Context: an optimization exercise on an open-source flow, tuned for small area, a short achievable clock period and few clock cycles. The choices shown serve that exercise and are no tape-out recipe. The RTL was checked by simulation tests, not by an equivalence proof against the original design.

==> flow/design.v (outline; a module is shown in full before it is edited, if it fits) <==
// module mme_mac: 5491 lines
// module mme_fa: 11 lines
// module matrix_multiply_engine_core: 285 lines
module matrix_multiply_engine_core
#(
    parameter int MAX_DIM = 8
)
(
    input  logic                                  clk,
    input  logic                                  rst_n,
    input  logic                                  psel,
    input  logic                                  penable,
    input  logic                                  pwrite,
    input  logic [mme_pkg::PADDR_W-1:0]           paddr,
    input  logic [mme_pkg::PDATA_W-1:0]           pwdata,
    output logic [mme_pkg::PDATA_W-1:0]           prdata,
    output logic                                  pready,
    input  logic                                  start,
    output logic                                  busy,
    input  logic [1:0]                            action,
    input  logic [mme_pkg::IDX_W-1:0]             row_index,
    input  logic [mme_pkg::IDX_W-1:0]             col_index,
    input  logic signed [mme_pkg::ELEM_W-1:0]     element_value,
    output logic                                  out_valid,
    output logic [mme_pkg::IDX_W-1:0]             out_row,
    output logic [mme_pkg::IDX_W-1:0]             out_col,
    output logic signed [mme_pkg::ACC_W-1:0]      product_value,
    output logic                                  last
);
  // ...
==> flow/run.sh <==
#!/bin/bash
# synth_recipe.tcl (not shown) runs the flow's synth.tcl, then flattens the netlist and writes it again
# the make line also repeats each setting of config.mk as NAME=value (left out here)
make -C /OpenROAD-flow-scripts/flow DESIGN_CONFIG=/design/flow/config.mk WORK_HOME=/design/flow/orfs CLKGATE_MAP_FILE= SYNTH_SCRIPT=/design/flow/synth_recipe.tcl finish
==> flow/config.mk <==
export PLATFORM = sky130hd
export DESIGN_NAME = matrix_multiply_engine_core
export DESIGN_NICKNAME = matrix_multiply_engine_core
export VERILOG_FILES = /design/flow/design.v
export SDC_FILE = /design/flow/constraint.sdc
export NUM_CORES = 4
export LEC_CHECK = 0
export ABC_CLOCK_PERIOD_IN_PS = 2500
export CAP_MARGIN = 20
export CELL_PAD_IN_SITES_DETAIL_PLACEMENT = 1
export CELL_PAD_IN_SITES_GLOBAL_PLACEMENT = 1
export CORE_MARGIN = 2
export CORE_UTILIZATION = 45
export CTS_CLUSTER_DIAMETER = 150
export CTS_CLUSTER_SIZE = 20
export PLACE_DENSITY = 0.55
export SETUP_SLACK_MARGIN = 4.9
export SLEW_MARGIN = 20
export SYNTH_HIERARCHICAL = 1
export SYNTH_MINIMUM_KEEP_SIZE = 0
==> flow/constraint.sdc <==
create_clock -name core_clock -period 8.0 [get_ports {clk}]
set_input_delay 1.6000 -clock core_clock [delete_from_list [all_inputs] [get_ports {clk}]]
set_output_delay 1.6000 -clock core_clock [all_outputs]
set_load 0.01 [all_outputs]
==> results.sh, run 1 <==
export IMPL_run_status="complete, no violations"
export IMPL_fin_nets=10400
export IMPL_root_buffer="clkbuf_16"
export IMPL_initial_core_util_pct=45.3
export IMPL_post_cts_setup_buffers=10
export IMPL_synthMuxAreaShare_pct=0.152
export IMPL_layout_cell_area_non_filler_sq_um=151000
export IMPL_tapCellCount=4120
export IMPL_final_instance_count_excl_fillers=13500
export IMPL_clkSinkCount=3019
export IMPL_hold_slack_ns=0.328
export IMPL_grt_pass1_wl_um=697000
export IMPL_route_vias_total=84300
export IMPL_drt_iter0_markers=9653
export IMPL_netlist_top_cell_by_area="edfxtp_1"
export IMPL_max_slew_margin_pct=23.8
export IMPL_die_area_sq_um=316000
export IMPL_synthMostInstantiatedCell="edfxtp_1"
export IMPL_timing_fmax_mhz=317
export IMPL_route_met2_wl_um=223000
export IMPL_coreArea_sq_um=309000
export IMPL_finalMaxSlewViolations=0
export IMPL_wl_met3_um=40900
export IMPL_grt_start_max_net_pins=104
export IMPL_grt_total_usage_pct=31.2
export IMPL_largest_cell_class="registers"
export IMPL_mostFrequentLayoutCells="2048 x edfxtp_1, 1986 x a22oi_1, 1091 x fa_1"
export IMPL_synth_seq_area_share_pct=58.0
export IMPL_gp_congestion=0.931
export IMPL_worst_pin_slew_ns=1.14
export IMPL_r2r_end="u_mac.r3_2879"
export IMPL_top_layer="met5"
export IMPL_timing_critical_path_slowest_stage_cell="dfrtp_2"
export IMPL_drc_errors=0
Testbench counts, summed over its fixed seeds: cycles 7,366.
==> module matrix_multiply_engine_core, before the edit <==
module matrix_multiply_engine_core
#(
    parameter int MAX_DIM = 8
)
(
    input  logic                                  clk,
    input  logic                                  rst_n,
    input  logic                                  psel,
    input  logic                                  penable,
    input  logic                                  pwrite,
    input  logic [mme_pkg::PADDR_W-1:0]           paddr,
    input  logic [mme_pkg::PDATA_W-1:0]           pwdata,
    output logic [mme_pkg::PDATA_W-1:0]           prdata,
    output logic                                  pready,
    input  logic                                  start,
    output logic                                  busy,
    input  logic [1:0]                            action,
    input  logic [mme_pkg::IDX_W-1:0]             row_index,
    input  logic [mme_pkg::IDX_W-1:0]             col_index,
    input  logic signed [mme_pkg::ELEM_W-1:0]     element_value,
    output logic                                  out_valid,
    output logic [mme_pkg::IDX_W-1:0]             out_row,
    output logic [mme_pkg::IDX_W-1:0]             out_col,
    output logic signed [mme_pkg::ACC_W-1:0]      product_value,
    output logic                                  last
);
    localparam int N  = mme_pkg::NDIM;
    localparam int EW = mme_pkg::ELEM_W;
    localparam int IW = mme_pkg::IDX_W;
    localparam int DW = mme_pkg::DIM_W;
    logic [DW-1:0] rows_m_reg, inner_k_reg, cols_n_reg;
    logic [DW-1:0] rows_m_nxt, inner_k_nxt, cols_n_nxt;
    logic [DW-1:0] rdata_nxt;
    logic [DW-1:0] rdata_reg;
    logic          cfg_wr;
    assign pready = 1'b1;
    assign cfg_wr = psel & penable & pwrite;
    always_comb
    begin
        rows_m_nxt  = rows_m_reg;
        inner_k_nxt = inner_k_reg;
        cols_n_nxt  = cols_n_reg;
        if (cfg_wr)
        begin
            case (paddr[3:2])
                2'd0:    rows_m_nxt  = pwdata[DW-1:0];
                2'd1:    inner_k_nxt = pwdata[DW-1:0];
                2'd2:    cols_n_nxt  = pwdata[DW-1:0];
                default: ;
            endcase
        end
        case (paddr[3:2])
            2'd0:    rdata_nxt = rows_m_nxt;
            2'd1:    rdata_nxt = inner_k_nxt;
            2'd2:    rdata_nxt = cols_n_nxt;
            default: rdata_nxt = '0;
        endcase
    end
    always_ff @(posedge clk or negedge rst_n)
    begin
        if (!rst_n)
        begin
            rows_m_reg  <= mme_pkg::DIM_RESET;
            inner_k_reg <= mme_pkg::DIM_RESET;
            cols_n_reg  <= mme_pkg::DIM_RESET;
            rdata_reg   <= '0;
        end
        else
        begin
            rows_m_reg  <= rows_m_nxt;
            inner_k_reg <= inner_k_nxt;
            cols_n_reg  <= cols_n_nxt;
            rdata_reg   <= rdata_nxt;
        end
    end
    assign prdata = {{(mme_pkg::PDATA_W-DW){1'b0}}, rdata_reg};
    function automatic logic [IW-1:0] dim_m1(input logic [DW-1:0] dim);
        logic [IW-1:0] r;
        if (dim == '0)
            r = '0;
        else if (dim[3])
            r = IW'(N - 1);
        else
            r = IW'(dim - DW'(1));
        dim_m1 = r;
    endfunction
    logic          busy_reg, busy_nxt;
    logic          issue_reg, issue_nxt;
    logic [IW-1:0] i_reg, i_nxt;
    logic [IW-1:0] j_reg, j_nxt;
    logic [N-1:0]  i_oh_reg, j_oh_reg;    
    logic [N-1:0]  kmask_reg;             
    logic [IW-1:0] mm1_reg, nm1_reg;
    logic [IW-1:0] mm1_eff, nm1_eff;
    logic          accept;
    logic          take_compute;
    logic          j_end, i_end;
    logic          spec_ok;
    assign accept       = start & ~busy_reg;
    assign mm1_eff      = dim_m1(rows_m_reg);
    assign nm1_eff      = dim_m1(cols_n_reg);
    assign take_compute = accept & (action == mme_pkg::ACT_COMPUTE);
    assign j_end        = (j_reg == nm1_reg);
    assign i_end        = (i_reg == mm1_reg);
    assign busy         = busy_reg;
    localparam int D = mme_pkg::MAC_LAT + 1;
    logic [D-1:0]  v_reg, l_reg;
    logic [IW-1:0] orow_reg, ocol_reg;    
    always_comb
    begin
        busy_nxt  = busy_reg;
        issue_nxt = issue_reg;
        i_nxt     = i_reg;
        j_nxt     = j_reg;
        if (take_compute)
        begin
            busy_nxt = 1'b1;
            if (!spec_ok)
            begin
                issue_nxt = 1'b1;
            end
            else if (nm1_eff != '0)
            begin
                issue_nxt = 1'b1;
                j_nxt     = IW'(1);
            end
            else if (mm1_eff != '0)
            begin
                issue_nxt = 1'b1;
                i_nxt     = IW'(1);
            end
        end
        else
        begin
            if (issue_reg)
            begin
                if (j_end)
                begin
                    j_nxt = '0;
                    if (i_end)
                    begin
                        issue_nxt = 1'b0;
                        i_nxt     = '0;
                    end
                    else
                    begin
                        i_nxt = i_reg + IW'(1);
                    end
                end
                else
                begin
                    j_nxt = j_reg + IW'(1);
                end
            end
            if (v_reg[D-1] & l_reg[D-1])
                busy_nxt = 1'b0;
        end
    end
    always_ff @(posedge clk or negedge rst_n)
    begin
        if (!rst_n)
        begin
            busy_reg  <= 1'b0;
            issue_reg <= 1'b0;
            i_reg     <= '0;
            j_reg     <= '0;
            i_oh_reg  <= N'(1);
            j_oh_reg  <= N'(1);
            kmask_reg <= '1;
            mm1_reg   <= '0;
            nm1_reg   <= '0;
            v_reg     <= '0;
            l_reg     <= '0;
        end
        else
        begin
            busy_reg  <= busy_nxt;
            issue_reg <= issue_nxt;
            i_reg     <= i_nxt;
            j_reg     <= j_nxt;
            i_oh_reg  <= N'(1) << i_nxt;
            j_oh_reg  <= N'(1) << j_nxt;
            if (!busy_nxt)
            begin
                for (int t = 0; t < N; t++)
                    kmask_reg[t] <= (IW'(t) <= dim_m1(inner_k_nxt));
            end
            if (take_compute)
            begin
                mm1_reg <= mm1_eff;
                nm1_reg <= nm1_eff;
            end
            v_reg <= {v_reg[D-2:0], (take_compute & spec_ok) | issue_reg};
            l_reg <= {l_reg[D-2:0], take_compute ? (spec_ok && mm1_eff == '0 && nm1_eff == '0)
                                                 : (issue_reg & i_end & j_end)};
        end
    end
    always_ff @(posedge clk)
    begin
        if (take_compute)
        begin
            orow_reg <= '0;
            ocol_reg <= '0;
        end
        else if (v_reg[D-1])
        begin
            if (ocol_reg == nm1_reg)
            begin
                ocol_reg <= '0;
                orow_reg <= orow_reg + IW'(1);
            end
            else
            begin
                ocol_reg <= ocol_reg + IW'(1);
            end
        end
    end
    logic          ld_v_reg;
    logic          ld_b_reg;
    logic [IW-1:0] ld_row_reg, ld_col_reg;
    logic [EW-1:0] ld_val_reg;
    logic [EW-1:0] a_mem [N][N];
    logic [EW-1:0] b_mem [N][N];
    always_ff @(posedge clk)
    begin
        ld_v_reg   <= accept & ~action[1];
        ld_b_reg   <= action[0];
        ld_row_reg <= row_index;
        ld_col_reg <= col_index;
        ld_val_reg <= element_value;
    end
    always_ff @(posedge clk)
    begin
        for (int r = 0; r < N; r++)
        begin
            for (int c = 0; c < N; c++)
            begin
                if (ld_v_reg && !ld_b_reg && ld_row_reg == IW'(r) && ld_col_reg == IW'(c))
                    a_mem[r][c] <= ld_val_reg;
                if (ld_v_reg && ld_b_reg && ld_row_reg == IW'(r) && ld_col_reg == IW'(c))
                    b_mem[r][c] <= ld_val_reg;
            end
        end
    end
    assign spec_ok = ~(ld_v_reg & (ld_b_reg ? (ld_col_reg == '0) : (ld_row_reg == '0)));
    logic [N*EW-1:0]  b_vec_reg;
    logic [N*EW/2-1:0] a_one_reg, a_two_reg, a_neg_reg;
    always_ff @(posedge clk)
    begin
        for (int t = 0; t < N; t++)
        begin
            logic [EW-1:0] av, bv;
            logic [EW:0]   ax;
            av = '0;
            bv = '0;
            for (int r = 0; r < N; r++)
            begin
                av = av | (a_mem[r][t] & {EW{i_oh_reg[r]}});
                bv = bv | (b_mem[t][r] & {EW{j_oh_reg[r]}});
            end
            ax = {av, 1'b0};
            for (int k = 0; k < EW/2; k++)
            begin
                a_one_reg[t*EW/2+k] <= kmask_reg[t] & (ax[2*k+1] ^ ax[2*k]);
                a_two_reg[t*EW/2+k] <= kmask_reg[t] & ((ax[2*k+2] & ~ax[2*k+1] & ~ax[2*k])
                                                     | (~ax[2*k+2] & ax[2*k+1] & ax[2*k]));
                a_neg_reg[t*EW/2+k] <= kmask_reg[t] & ax[2*k+2];
            end
            b_vec_reg[t*EW +: EW] <= bv;
        end
    end
    mme_mac u_mac
    (
        .clk   (clk),
        .a_one (a_one_reg),
        .a_two (a_two_reg),
        .a_neg (a_neg_reg),
        .b_vec (b_vec_reg),
        .sum   (product_value)
    );
    assign out_valid = v_reg[D-1];
    assign last      = l_reg[D-1];
    assign out_row   = orow_reg;
    assign out_col   = ocol_reg;
endmodule
==> inputs of run 2 (changes only) <==
--- a/flow/design.v
+++ b/flow/design.v
@@ -5691,7 +5691,6 @@
             mm1_reg   <= '0;
             nm1_reg   <= '0;
             v_reg     <= '0;
-            l_reg     <= '0;
         end
         else
         begin
@@ -5712,12 +5711,15 @@
                 nm1_reg <= nm1_eff;
             end
             v_reg <= {v_reg[D-2:0], (take_compute & spec_ok) | issue_reg};
-            l_reg <= {l_reg[D-2:0], take_compute ? (spec_ok && mm1_eff == '0 && nm1_eff == '0)
-                                                 : (issue_reg & i_end & j_end)};
         end
     end
     always_ff @(posedge clk)
     begin
+        l_reg <= {l_reg[D-2:0], take_compute ? (spec_ok && mm1_eff == '0 && nm1_eff == '0)
+                                             : (issue_reg & i_end & j_end)};
+    end
+    always_ff @(posedge clk)
+    begin
         if (take_compute)
         begin
             orow_reg <= '0;
==> flow/config.mk (replaced) <==
export PLATFORM = sky130hd
export DESIGN_NAME = matrix_multiply_engine_core
export DESIGN_NICKNAME = matrix_multiply_engine_core
export VERILOG_FILES = /design/flow/design.v
export SDC_FILE = /design/flow/constraint.sdc
export NUM_CORES = 4
export LEC_CHECK = 0
export ABC_CLOCK_PERIOD_IN_PS = 2500
export CAP_MARGIN = 20
export CORE_MARGIN = 2
export CORE_UTILIZATION = 55
export CTS_CLUSTER_DIAMETER = 150
export CTS_CLUSTER_SIZE = 20
export PLACE_DENSITY = 0.65
export SETUP_SLACK_MARGIN = 4.95
export SLEW_MARGIN = 20
export SYNTH_HIERARCHICAL = 1
export SYNTH_MINIMUM_KEEP_SIZE = 0
==> results.sh, run 2 <==
export IMPL_worst_setup_hold_path_clk_slew_ns=0.09
export IMPL_synth_cells=9504
export IMPL_drc_errors=0
export IMPL_synth_area_top_cells="edfxtp_1 44%, fa_1 16%, dfxtp_1 13%"
export IMPL_row_count=185
export IMPL_layout_cell_area_non_filler_sq_um=149000
export IMPL_synth_seq_cells=3019
export IMPL_timing_fmax_mhz=322
export IMPL_placedInstanceArea_sq_um=144000
export IMPL_min_period_over_period_pct=38.8
export IMPL_synthToLayoutAreaGrowth_pct=6.70
export IMPL_yosys_warnings=10
export IMPL_fin_setup_tns_ns=0
export IMPL_drive_gt1_share_pct=9.26
export IMPL_coreArea_sq_um=254000
export IMPL_layout_cells_most_common="edfxtp_1"
export IMPL_avgSynthCellArea_sq_um=14.7
export IMPL_path_class="reg2reg"
export IMPL_synth_area_sq_um=140000
export IMPL_setup_viol=0
export IMPL_finalMaxSlewViolations=0
export IMPL_buffers_on_ports=83
export IMPL_arrival_ns=3.84
export IMPL_drt_wl_total_um=449000
export IMPL_final_hold_violation_count=0
export IMPL_grt_pass1_wl_um=629000
export IMPL_yosys_cell_types_count=93
export IMPL_synthTopCellsByCount="2048 x edfxtp_1, 1986 x a22oi_1, 1100 x fa_1, 1050 x xnor2_1, 912 x dfxtp_1"
export IMPL_worst_ep_required_time_ns=8.73
export IMPL_netlist_top_cell_by_area="edfxtp_1"
export IMPL_grt_remaining_overflow=0
export IMPL_mostFrequentLayoutCells="2048 x edfxtp_1, 1986 x a22oi_1, 1087 x fa_1"
export IMPL_finalWorstPathRequiredPeriod_ns=3.11
export IMPL_cap_viol_max_count=0
export IMPL_layout_setup_ws_ns=4.89
export IMPL_cp_max_fo=16
export IMPL_synthMostInstantiatedCell="edfxtp_1"
export IMPL_worst_setup_path_end_kind="flop"
export IMPL_max_clock_buf_depth=3
export IMPL_first_pass_iters=6
export IMPL_route_vias_total=85200
export IMPL_preCtsSetupSlack_ns=4.17
export IMPL_routedWlPerCell_um=35.4
export IMPL_run_status="complete, no violations"
export IMPL_clkSinkCount=3019
export IMPL_grt_start_max_net_pins=129
export IMPL_clk_insertion_delay_late_ns=0.91
export IMPL_timing_hold_worst_class="reg2reg"
export IMPL_grt_total_usage_pct=34.4
export IMPL_synth_enable_flop_cells=2048
export IMPL_drt_iter0_markers=12500
export IMPL_timing_clock_skew_ns=0.0592
export IMPL_clock_tree_htree_level_count=4
export IMPL_ys_flop_type="edfxtp_1"
export IMPL_worst_pin_slew_ns=1.12
export IMPL_first_global_vias=84100
export IMPL_die_area_sq_um=259000
export IMPL_die_y_um=509
export IMPL_root_buffer="clkbuf_16"
export IMPL_filler_cell_count=19400
export IMPL_max_slew_margin_pct=25.3
export IMPL_critPathLaunchType="flop"
export IMPL_fin_nets=10400
export IMPL_via_per_inst=6.71
export IMPL_die_width_um=509
export IMPL_gp_congestion=1.02
export IMPL_place_hpwl_um=306000
export IMPL_antenna_violations_before_repair=25
export IMPL_tritoncts="done"
export IMPL_synth_seq_area_share_pct=58.0
export IMPL_route_antenna_remaining_nets=0
export IMPL_floorplan_io_pins=143
export IMPL_cts_inserted_buffers=168
export IMPL_post_synth_top_area_fraction_pct=43.9
export IMPL_share_of_flip_flops_with_an_asynchronous_set_or_reset_after_synthesis_pct=1.95
export IMPL_setup_repair_after_global_routing_missed_its_margin="yes"
export IMPL_initial_core_util_pct=55.2
==> run 2: per-module statistics from Yosys (local to each module, per instance) <==
module,times used,flip-flops and latches,cells
mme_fa,1100,0,1
mme_mac,1,557,3591
matrix_multiply_engine_core,1,2462,4813
==> run 2: worst max-delay path, cell delays in order (launching register included) <==
cell,delay (ns)
dfxtp_4,0.60
a22oi_1,0.18
xnor2_1,0.25
fa_1,0.50
fa_1,0.62
fa_1,0.79
==> run 2: metal layers <==
layer / vias up / track usage (%) / wire [um]
met5: - / 0.204 / 195
met4: 16 / 12.9 / 19100
met3: 1085 / 12.2 / 59400
met2: 5703 / 51.4 / 200000
met1: 44000 / 46.4 / 171000
li1: 34400 / - / -
==> run 2: kinds of logic after synthesis <==
group | after synthesis | share of synthesized area [%]
DFF | 3019 | 58.0
and+or+nand+nor | 990 | 3.78
AOI/OAI and AO/OA | 2246 | 11.9
other | 3 | 0.00804
muxes | 20 | 0.152
adders and majority gates | 1150 | 16.2
xor gates and xnor gates | 1185 | 7.41
buffers and inverters | 891 | 2.57
==> run 2: repair_timing <==
item                       4_1_cts  5_1_grt
hold buffers                     0        0
resized for setup              427       90
buffers inserted                 7        8
setup endpoints to repair      475      188
pin swaps                        0        3
gates cloned                     0        0
==> run 2: final cells by class <==
class,count,area [sq um],share of cell area [%]
clock inverters,8,196,0.131
clock buffers,276,4670,3.13
diodes,10,25.0,0.0167
inverters,20,75.1,0.0502
repair buffers,368,2930,1.96
flip-flops and latches,3019,81800,54.8
well taps,3366,4210,2.82
multi-input cells,5628,55500,37.1
==> run 2: path summary, 6_finish.rpt <==
kind | slack (ns) | cells after the start | end | from
worst max-delay path | 4.89 | 5 | u_mac.r3_2864 | a_two_reg[19]
worst min-delay path | 0.33 | 0 | u_mac.r10_3785 | u_mac.r7_3574
worst max register to register | 4.89 | 5 | u_mac.r3_2864 | a_two_reg[19]
worst min register to register | 0.33 | 0 | u_mac.r10_3785 | u_mac.r7_3574
max in group asynchronous | 6.66 | 1 | i_oh_reg[3] | rst_n
min in group asynchronous | 0.78 | 1 | busy_reg | rst_n
==> run 2: through the flow <==
stage / instances / hold WS (ns) / utilization (%)
CTS: 12700 / 0.331 / 58.7
global placement: 12400 / 0.311 / 56.8
detailed placement: 12400 / 0.312 / 56.8
finish: 12700 / 0.330 / 58.9
global route: 12700 / 0.335 / 58.9
floorplan: 9538 / 0.310 / -
Testbench counts of run 2, summed over its fixed seeds: cycles 7,366.
==> inputs of run 3 (changes only) <==
--- a/flow/config.mk
+++ b/flow/config.mk
@@ -7,12 +7,14 @@
 export LEC_CHECK = 0
 export ABC_CLOCK_PERIOD_IN_PS = 2500
 export CAP_MARGIN = 20
+export CELL_PAD_IN_SITES_DETAIL_PLACEMENT = 1
+export CELL_PAD_IN_SITES_GLOBAL_PLACEMENT = 1
 export CORE_MARGIN = 2
-export CORE_UTILIZATION = 55
+export CORE_UTILIZATION = 45
 export CTS_CLUSTER_DIAMETER = 150
 export CTS_CLUSTER_SIZE = 20
-export PLACE_DENSITY = 0.65
-export SETUP_SLACK_MARGIN = 4.95
+export PLACE_DENSITY = 0.6
+export SETUP_SLACK_MARGIN = 5.0
 export SLEW_MARGIN = 20
 export SYNTH_HIERARCHICAL = 1
 export SYNTH_MINIMUM_KEEP_SIZE = 0
==> results.sh, run 3 <==
export IMPL_grt_remaining_overflow=0
export IMPL_worstHoldPathCells=0
export IMPL_synthMostInstantiatedCell="edfxtp_1"
export IMPL_die_area_sq_um=316000
export IMPL_post_synth_top_area_fraction_pct=43.9
export IMPL_synth_area_sq_um=140000
export IMPL_gp_congestion=0.969
export IMPL_r2r_slack_ns=4.98
export IMPL_final_hold_violation_count=0
export IMPL_finalMaxSlewViolations=0
export IMPL_place_hpwl_um=341000
export IMPL_cp_max_fo=2
export IMPL_worst_hold_path_endpoint="u_mac.r10_3844"
export IMPL_timing_fmax_mhz=327
export IMPL_fin_setup_tns_ns=0
export IMPL_worst_ep_required_time_ns=6.40
export IMPL_share_of_flip_flops_with_an_asynchronous_set_or_reset_after_synthesis_pct=1.95
export IMPL_setup_worst_path_start="busy_reg"
export IMPL_timing_reg2reg_worst_path_depth=6
export IMPL_row_count=204
export IMPL_path_class="reg2out"
export IMPL_worst_pin_slew_ns=1.10
export IMPL_crit_reg2reg_launch="b_vec_reg[19]"
export IMPL_timing_hold_worst_class="reg2reg"
export IMPL_cap_viol_max_count=0
export IMPL_cts_inserted_buffers=173
export IMPL_max_clock_buf_depth=4
export IMPL_synth_area_top_cells="edfxtp_1 44%, fa_1 16%, dfxtp_1 13%"
export IMPL_routedWlPerCell_um=36.1
export IMPL_cp_cell_sequence="buf_6"
export IMPL_min_period_over_period_pct=38.3
export IMPL_synth_seq_cells=3019
export IMPL_yosys_warnings=10
export IMPL_layout_cells_most_common="edfxtp_1"
export IMPL_mostFrequentLayoutCells="2048 x edfxtp_1, 1986 x a22oi_1, 1084 x fa_1"
export IMPL_drc_errors=0
export IMPL_first_global_vias=87900
export IMPL_path_buf_inv=1
export IMPL_r2r_end="u_mac.r3_2824"
export IMPL_synthToLayoutAreaGrowth_pct=7.77
export IMPL_route_antenna_remaining_nets=0
export IMPL_grt_total_usage_pct=30.5
export IMPL_yosys_cell_types_count=93
export IMPL_hold_slack_ns=0.328
export IMPL_clock_tree_htree_level_count=4
export IMPL_netlist_top_cell_by_area="edfxtp_1"
export IMPL_drt_wl_total_um=486000
export IMPL_via_per_inst=6.31
export IMPL_arrival_ns=1.46
export IMPL_synth_cells=9504
export IMPL_antenna_violations_before_repair=48
export IMPL_grt_start_max_net_pins=104
export IMPL_grt_pass1_wl_um=684000
export IMPL_finish_utilization_pct=48.8
export IMPL_first_pass_iters=6
export IMPL_synth_seq_area_share_pct=58.0
export IMPL_setup_viol=0
export IMPL_largest_stage_delay_worst_path_ns=0.44
export IMPL_initial_core_util_pct=45.3
export IMPL_floorplan_io_pins=143
export IMPL_clkSinkCount=3019
export IMPL_buffers_on_ports=83
export IMPL_worst_setup_path_end_kind="primary output"
export IMPL_setup_repair_after_global_routing_missed_its_margin="yes"
export IMPL_synth_enable_flop_cells=2048
export IMPL_die_y_um=562
export IMPL_drt_iter0_markers=9642
export IMPL_max_slew_margin_pct=26.9
export IMPL_timing_critical_path_slowest_stage_cell="dfrtp_2"
export IMPL_route_vias_total=84900
export IMPL_fin_nets=10400
export IMPL_hp_start="u_mac.r7_3672"
export IMPL_critPathLaunchType="flop"
export IMPL_die_width_um=562
export IMPL_timing_clock_skew_ns=0.0619
export IMPL_avgSynthCellArea_sq_um=14.7
export IMPL_drive_gt1_share_pct=9.92
export IMPL_coreArea_sq_um=309000
export IMPL_finalWorstPathRequiredPeriod_ns=3.06
export IMPL_root_buffer="clkbuf_16"
export IMPL_tritoncts="done"
export IMPL_run_status="complete, no violations"
export IMPL_critPathTopFamily="flip-flops"
export IMPL_worst_setup_hold_path_clk_slew_ns=0.10
export IMPL_ys_flop_type="edfxtp_1"
export IMPL_clk_insertion_delay_late_ns=0.92
export IMPL_layout_cell_area_non_filler_sq_um=151000
export IMPL_synthTopCellsByCount="2048 x edfxtp_1, 1986 x a22oi_1, 1100 x fa_1, 1050 x xnor2_1, 912 x dfxtp_1"
export IMPL_placedInstanceArea_sq_um=145000
[run 3: worst max path at each step]
stage,to,depth (start not counted)
floorplan,rdata_reg[2],5
global placement,i_oh_reg[7],5
detailed placement,i_oh_reg[7],5
CTS,out_valid,1
global route,out_valid,1
finish,busy,1
[run 3: per-module statistics from Yosys, one instance, submodules excluded]
module | flops+latches | copies in the design | cells
mme_fa | 0 | 1100 | 1
matrix_multiply_engine_core | 2462 | 1 | 4813
mme_mac | 557 | 1 | 3591
[run 3: routing by layer]
layer	vias to the layer above	track usage [%]	wire length, um
met1	45900	43.0	205000
met3	725	7.44	46100
li1	34400	-	-
met2	3876	47.3	221000
met4	28	7.67	13200
met5	-	0	184
[run 3: area by class of cell]
type,count,area [sq um]
diodes,16,40.0
clock buffers,279,4790
clock inverters,12,208
fillers,29700,158000
inverters,20,75.1
multi-input cells,5628,55600
flip-flops and latches,3019,81900
well taps,4120,5150
repair buffers,367,3180
[run 3: cells by family after synthesis]
kind of cell | share of synthesized area (%)
AOI/OAI and AO/OA | 11.9
xor gates and xnor gates | 7.41
adders and majority gates | 16.2
buffers and inverters | 2.57
DFF | 58.0
muxes | 0.152
other | 0.00804
and+or+nand+nor | 3.78
[run 3: timing repair]
item                       CTS  global route
setup buffers               12            10
hold buffers                 0             0
pin swaps                    1             6
gates resized for setup    539            89
setup endpoints to repair  943           168
[run 3: per-stage QoR]
| stage | instances | setup slack [ns] |
|---|---|---|
| detailed placement | 13100 | 4.08 |
| floorplan | 9538 | 5.04 |
| finish | 13500 | 4.94 |
| global route | 13400 | 4.87 |
| CTS | 13400 | 4.87 |
| global placement | 13100 | 4.16 |
==> inputs of run 4 (changes only) <==
--- a/flow/design.v
+++ b/flow/design.v
@@ -5584,16 +5584,18 @@
             rows_m_reg  <= mme_pkg::DIM_RESET;
             inner_k_reg <= mme_pkg::DIM_RESET;
             cols_n_reg  <= mme_pkg::DIM_RESET;
-            rdata_reg   <= '0;
         end
         else
         begin
             rows_m_reg  <= rows_m_nxt;
             inner_k_reg <= inner_k_nxt;
             cols_n_reg  <= cols_n_nxt;
-            rdata_reg   <= rdata_nxt;
         end
     end
+    always_ff @(posedge clk)
+    begin
+        rdata_reg <= rdata_nxt;
+    end
     assign prdata = {{(mme_pkg::PDATA_W-DW){1'b0}}, rdata_reg};
     function automatic logic [IW-1:0] dim_m1(input logic [DW-1:0] dim);
         logic [IW-1:0] r;
@@ -5688,8 +5690,6 @@
             i_oh_reg  <= N'(1);
             j_oh_reg  <= N'(1);
             kmask_reg <= '1;
-            mm1_reg   <= '0;
-            nm1_reg   <= '0;
             v_reg     <= '0;
         end
         else
@@ -5705,16 +5705,16 @@
                 for (int t = 0; t < N; t++)
                     kmask_reg[t] <= (IW'(t) <= dim_m1(inner_k_nxt));
             end
-            if (take_compute)
-            begin
-                mm1_reg <= mm1_eff;
-                nm1_reg <= nm1_eff;
-            end
             v_reg <= {v_reg[D-2:0], (take_compute & spec_ok) | issue_reg};
         end
     end
     always_ff @(posedge clk)
     begin
+        if (take_compute)
+        begin
+            mm1_reg <= mm1_eff;
+            nm1_reg <= nm1_eff;
+        end
         l_reg <= {l_reg[D-2:0], take_compute ? (spec_ok && mm1_eff == '0 && nm1_eff == '0)
                                              : (issue_reg & i_end & j_end)};
     end
==> results.sh, run 4 <==
export IMPL_layout_cells_most_common="edfxtp_1"
export IMPL_post_synth_top_area_fraction_pct=44.1
export IMPL_share_of_flip_flops_with_an_asynchronous_set_or_reset_after_synthesis_pct=1.62
export IMPL_drt_wl_total_um=486000
export IMPL_route_antenna_remaining_nets=0
export IMPL_synthTopCellsByCount="2054 x edfxtp_1, 1984 x a22oi_1, 1100 x fa_1, 1044 x xnor2_1, 916 x dfxtp_1"
export IMPL_gp_congestion=0.936
export IMPL_critPathLaunchType="flop"
export IMPL_coreArea_sq_um=309000
export IMPL_max_slew_margin_pct=21.2
export IMPL_max_clock_buf_depth=4
export IMPL_placedInstanceArea_sq_um=145000
export IMPL_global_route_usage_met3_pct=6.79
export IMPL_timing_clock_skew_ns=0.0662
export IMPL_clkSinkCount=3019
export IMPL_fin_setup_tns_ns=0
export IMPL_antenna_violations_before_repair=39
export IMPL_grt_total_usage_pct=30.5
export IMPL_first_pass_iters=6
export IMPL_clk_insertion_delay_late_ns=0.92
export IMPL_yosys_warnings=10
export IMPL_grt_busiest_layer="met2"
export IMPL_worst_setup_hold_path_clk_slew_ns=0.09
export IMPL_postCtsHoldBufs=0
export IMPL_run_status="complete, no violations"
export IMPL_grt_start_max_net_pins=100
export IMPL_synth_area_top_cells="edfxtp_1 44%, fa_1 16%, dfxtp_1 13%"
export IMPL_setup_viol=0
export IMPL_routedWlPerCell_um=36.2
export IMPL_layout_cell_area_non_filler_sq_um=151000
export IMPL_synth_seq_cells=3019
export IMPL_first_global_vias=86800
export IMPL_worstSetupEndpoint="a_one_reg[62]"
export IMPL_finish_utilization_pct=48.8
export IMPL_timing_fmax_mhz=325
export IMPL_yosys_cell_types_count=87
export IMPL_clock_tree_htree_level_count=4
export IMPL_die_area_sq_um=315000
export IMPL_fin_nets=10400
export IMPL_ff_latch_area_sq_um=81900
export IMPL_finalMaxSlewViolations=0
export IMPL_die_width_um=562
export IMPL_filler_cell_count=29500
export IMPL_synth_seq_area_share_pct=58.1
export IMPL_synthToLayoutAreaGrowth_pct=7.87
export IMPL_synth_enable_flop_cells=2054
export IMPL_final_hold_violation_count=0
export IMPL_cts_inserted_buffers=174
export IMPL_gr_usage_met1_pct=44.1
export IMPL_multiInputGateArea_sq_um=55400
export IMPL_worst_setup_path_end_kind="flop"
export IMPL_synth_cells=9483
export IMPL_via_per_inst=6.27
export IMPL_drt_iter0_markers=9682
export IMPL_crit_reg2reg_launch="i_oh_reg[3]"
export IMPL_arrival_ns=3.87
export IMPL_tritoncts="done"
export IMPL_r2r_end="a_one_reg[62]"
export IMPL_floorplan_io_pins=143
export IMPL_timing_reg2reg_worst_path_depth=5
export IMPL_place_hpwl_um=344000
export IMPL_setup_repair_after_global_routing_missed_its_margin="yes"
export IMPL_grt_met2_usage_pct=47.4
export IMPL_mostFrequentLayoutCells="2054 x edfxtp_1, 1984 x a22oi_1, 1086 x fa_1"
export IMPL_timing_hold_worst_class="reg2reg"
export IMPL_grt_pass1_wl_um=683000
export IMPL_min_period_over_period_pct=38.5
export IMPL_netlist_top_cell_by_area="edfxtp_1"
export IMPL_hold_slack_ns=0.311
export IMPL_buffers_on_ports=83
export IMPL_cap_viol_max_count=0
export IMPL_finalWorstPathRequiredPeriod_ns=3.08
export IMPL_synthMostInstantiatedCell="edfxtp_1"
export IMPL_grt_remaining_overflow=0
export IMPL_synth_area_sq_um=140000
export IMPL_row_count=204
export IMPL_cp_max_fo=99
export IMPL_worst_pin_slew_ns=1.18
export IMPL_worst_ep_required_time_ns=8.79
export IMPL_avgSynthCellArea_sq_um=14.8
export IMPL_die_y_um=562
export IMPL_drc_errors=0
export IMPL_route_vias_total=84400
export IMPL_setup_worst_path_start="i_oh_reg[3]"
export IMPL_drive_gt1_share_pct=10.0
export IMPL_root_buffer="clkbuf_16"
export IMPL_ys_flop_type="edfxtp_1"
export IMPL_path_class="reg2reg"
export IMPL_initial_core_util_pct=45.3
export IMPL_r2r_slack_ns=4.92
## run 4: cell types whose count changed after synthesis, moves of 4 or more
cell      delta
xnor2_1      -6
dfrtp_1     -10
nand3_1      -9
o21bai_1     +4
edfxtp_1     +6
clkbuf_1    +26
nor2_1       -8
buf_6        -5
and3_1       +6
dfxtp_1      +4
buf_2       -13
buf_1       -10
## run 4: timing repair
action | in CTS | in global routing
setup endpoints to repair | 594 | 181
pin swaps | 6 | 2
cloned | 0 | 0
buffers inserted | 14 | 6
resized for setup | 514 | 95
## run 4: worst min-delay path by stage
stage                       start        endpoint  slack (ns)  cells after the start
CTS                 u_mac.r7_3672  u_mac.r10_3844        0.31                      0
global placement    u_mac.r3_2999   u_mac.r7_3654        0.31                      0
floorplan                l_reg[0]        l_reg[1]        0.31                      0
finish              u_mac.r7_3672  u_mac.r10_3844        0.31                      0
detailed placement  u_mac.r7_3579  u_mac.r10_3790        0.31                      0
global route        u_mac.r7_3672  u_mac.r10_3844        0.32                      0
## run 4: final cells by class
class / count / share of cell area (%)
antenna: 7 / 0.0116
sequential: 3019 / 54.3
tap: 4120 / 3.42
clock inverter: 11 / 0.138
timing repair buffer: 384 / 2.16
multi-input combinational: 5608 / 36.7
inverter: 21 / 0.0556
clock buffer: 282 / 3.22
## run 4: critical path: stages, from the launching register on
cell	delay (ns)
dfrtp_4	0.69
buf_12	0.29
a22oi_1	0.30
nand4_1	0.81
xor2_1	0.42
and2_1	0.19
## run 4: kinds of logic after synthesis
kind of cell	after synthesis	share of synthesized area (%)
AO/OA/AOI/OAI	2243	11.9
XOR/XNOR	1182	7.42
adder cells (fa/ha/maj)	1150	16.2
buffers and inverters	890	2.53
flip-flops	3019	58.1
multiplexers	21	0.162
other	3	0.00805
AND/OR/NAND/NOR	975	3.72
## run 4: Yosys stat by module, one instance, submodules excluded
module	area [sq um]	cells inside
mme_mac	32700	3591
mme_fa	20.0	1
matrix_multiply_engine_core	85200	4792
## run 4: per-layer routing
layer  vias to the layer above  wire length, um
li1                      34300                -
met1                     45900           211000
met2                      3607           221000
met3                       526            44500
met4                        18             9860
met5                         -              114
## run 4: stage by stage
stage	std cells	worst slack (ns)
after floorplan	9517	5.07
after global placement	13100	4.07
after detailed placement	13100	4.02
after CTS	13400	4.76
after global routing	13400	4.88
final	13500	4.92
Testbench counts of run 4, summed over its fixed seeds: cycles 7,366.

-- separate check: timing with driven ports --
No port has a modelled driver above. Below, the same layouts with a new extraction and two added sets of constraints. Step 1: set_driving_cell puts a clkbuf_16 on clk and a buf_2 on each other input, an assumption about the parent block. Step 2 moves the port delays by t, midway between the first and last clock arrival at a register: inputs arrive t later, outputs are due t later. That takes back most of the time a late clock gives input paths. a / b / c = ideal ports / drivers / drivers and shift; a / b = the first two.
run | t, ns | setup slack, ns | worst register clock-pin slew, ns | worst data-port slew with drivers (ns)
run 1 | 1.012 | 4.848 / 4.745 / 4.087 | 0.11 / 0.11 | 0.11
run 2 | 0.974 | 4.892 / 4.852 / 4.350 | 0.10 / 0.10 | 0.12
run 3 | 0.989 | 4.938 / 4.839 / 4.317 | 0.11 / 0.11 | 0.09
run 4 | 0.984 | 4.921 / 4.841 / 4.367 | 0.10 / 0.10 | 0.04
After both steps every run listed still meets setup and hold. The setup slack of run 1, which loses most, moves by -0.103 ns with the drivers and by -0.761 ns with both steps.
